This is an optimization exercise on Yosys and OpenROAD, whose aim is a short achievable clock period and few clock cycles, not a production implementation. Only simulation tests tie the RTL to the original design; equivalence was not proved. Power is estimated from default activity; no workload was simulated.

== raven ==
## risc8_core
module risc8_core
(
	input  logic    clk,
	input  logic    reset,
	output risc8_pkg::pc_t     pc,
	input  risc8_pkg::opcode_t cdata,
	output risc8_pkg::addr_t   data_addr,
	output logic    data_wen,
	output risc8_pkg::byte_t   data_write
);
Size in the first run: about 2200 cells after synthesis, roughly 640 flip-flops, roughly 30000 µm² of cells after synthesis.
Settings: LEC_CHECK=0, ABC_CLOCK_PERIOD_IN_PS=2500, CAP_MARGIN=20, CORE_MARGIN=2, CORE_UTILIZATION=60, PLACE_DENSITY=0.7, SLEW_MARGIN=20; clock period 9.0 ns.
standard.sh (not shown) runs the stock make flow with config.mk's settings and CLKGATE_MAP_FILE= SYNTH_SCRIPT=/design/flow/synth_recipe.tcl, a recipe that flattens the netlist after the stock synthesis.
==> flow/flow/run.sh <==
#!/bin/bash
# The standard layout, with the timing repair steps asked to leave
# extra setup slack so that they keep working below the design's period
export SETUP_SLACK_MARGIN=6.5
bash standard.sh > standard.log 2>&1
Testbench counts of raven, summed over its fixed seeds: cycles 20,637.
For lagoon, these inputs were changed with respect to raven:
Settings: swapping 60 for 40 in CORE_UTILIZATION; clearing PLACE_DENSITY, which used to be 0.7.
Findings:
Relative to raven, the non-clock buffer count of lagoon is higher by 9. [lagoon vs raven] final area: higher in lagoon. Diff lagoon and raven: share of total power in combinational logic lower in lagoon. Comparing raven with lagoon, the share of the cycle needed by the critical path after routing came out essentially unchanged. [lagoon] routing usage on met2 fell 18 points relative to raven. Compared with raven, lagoon shows maximum cell stage delay along the critical path higher by 30 ps. lagoon vs. raven: sequential share of layout area down 0.93 points; floorplan die area up about 50%; combined buffer and inverter count along the critical path down 1; design internal power up 2.9%; final critical-path setup slack up 5.5 ps.
Edits applied to the flow inputs when going from lagoon to harbor:
--- a/flow/flow/run.sh
+++ b/flow/flow/run.sh
@@ -4,0 +5 @@
+cat standard.sh > standard_copy.log
### Flow results
As far as utilization goes, harbor and lagoon are indistinguishable; the numbers are identical. Diff lagoon -> harbor: number of endpoints failing setup at the final stage ~0 delta, cell area ~0 delta.
#### Input delta (maple over harbor)
Settings: CTS_CLUSTER_SIZE newly set to 25; CTS_CLUSTER_DIAMETER newly set to 60.
--- a/flow/flow/run.sh
+++ b/flow/flow/run.sh
@@ -5 +4,0 @@
-cat standard.sh > standard_copy.log
- The higher final worst slack of harbor and maple is in maple.
- Going from harbor to maple, minimum clock period fell by 4.3 ps, total chip power fell by 0.77 mW, met1 wire length stayed essentially flat.
- Design area is higher on harbor
- Number of cells on the worst hold path came out exactly the same in harbor and maple.
- Compared with harbor, maple shows a headroom to the max-slew limit that is 2.2 points lower.
- Lower net switching power figure was reported by maple, not harbor.
- Looking only at number of gates resized after cts, and setting everything else aside, the lower value of harbor and maple goes to maple.
#### Input delta (juniper over maple)
Settings: CTS_CLUSTER_DIAMETER no longer set, was 60; SETUP_SLACK_MARGIN now 5, previously not set; CTS_CLUSTER_SIZE no longer set, was 25.
==> flow/run.sh (new file) <==
#!/bin/bash
# synth_recipe.tcl (not shown) runs the flow's synth.tcl, then flattens the netlist and writes it again
# the make line also repeats each setting of config.mk as NAME=value (left out here)
make -C /OpenROAD-flow-scripts/flow DESIGN_CONFIG=/design/flow/config.mk WORK_HOME=/design/flow/orfs CLKGATE_MAP_FILE= SYNTH_SCRIPT=/design/flow/synth_recipe.tcl finish
removed: flow/flow/run.sh
removed: flow/standard.sh
==> comparison <==
juniper has completed all stages; timing, DRC and antenna checks passed. Lower clock power goes to maple over juniper. Delta (juniper minus maple): combinational share of power moved down; cell count went down 179; multi-input combinational cell count went down. Comparing maple and juniper, net switching power of the design is higher on maple. Note that the summed area of non-filler cells in the final layout recorded for maple amounts to 1.10 times the value seen in juniper. juniper reports a lower portion of total power attributed to sequential cells than maple does. Compared with maple, juniper shows a lower global-route wire length before repair. Lower largest fanout of any net on the critical path goes to maple over juniper. Critical path depth in cells in juniper is 9 above maple. Measured against maple, the clock tree buffer count of the final layout of juniper comes out at 1.8 times the reference value.

static timing again, ports no longer ideal:
The results above use ideal ports. As a check the final layouts listed here were re-extracted and re-timed, cells and wires unchanged.
Step 1, drivers: a clkbuf_16 drives clk and a buf_2 each remaining input, both assumed.
Step 2 also shifts input and output timing later by t, the mid clock arrival at the registers, as if the neighbouring blocks saw the same clock.
Three values: ideal, step 1, step 2; two values: the first two.
run | t, ns | setup slack, ns | hold WS [ns] | worst setup path at the end | worst data-port slew with drivers (ns)
raven | 0.669 | 6.076 / 6.014 / 5.826 | 0.328 / 0.328 / 0.328 | input to register | 0.04
lagoon | 0.677 | 6.081 / 6.017 / 5.783 | 0.327 / 0.327 / 0.327 | input to register | 0.04
harbor | 0.677 | 6.081 / 6.017 / 5.783 | 0.327 / 0.327 / 0.327 | input to register | 0.04
maple | 0.676 | 6.086 / 6.020 / 5.923 | 0.334 / 0.334 / 0.334 | input to register | 0.04
juniper | 0.679 | 5.169 / 5.169 / 5.169 | 0.334 / 0.334 / 0.334 | register to register | 0.05
After both steps setup and hold are still met in every run listed.
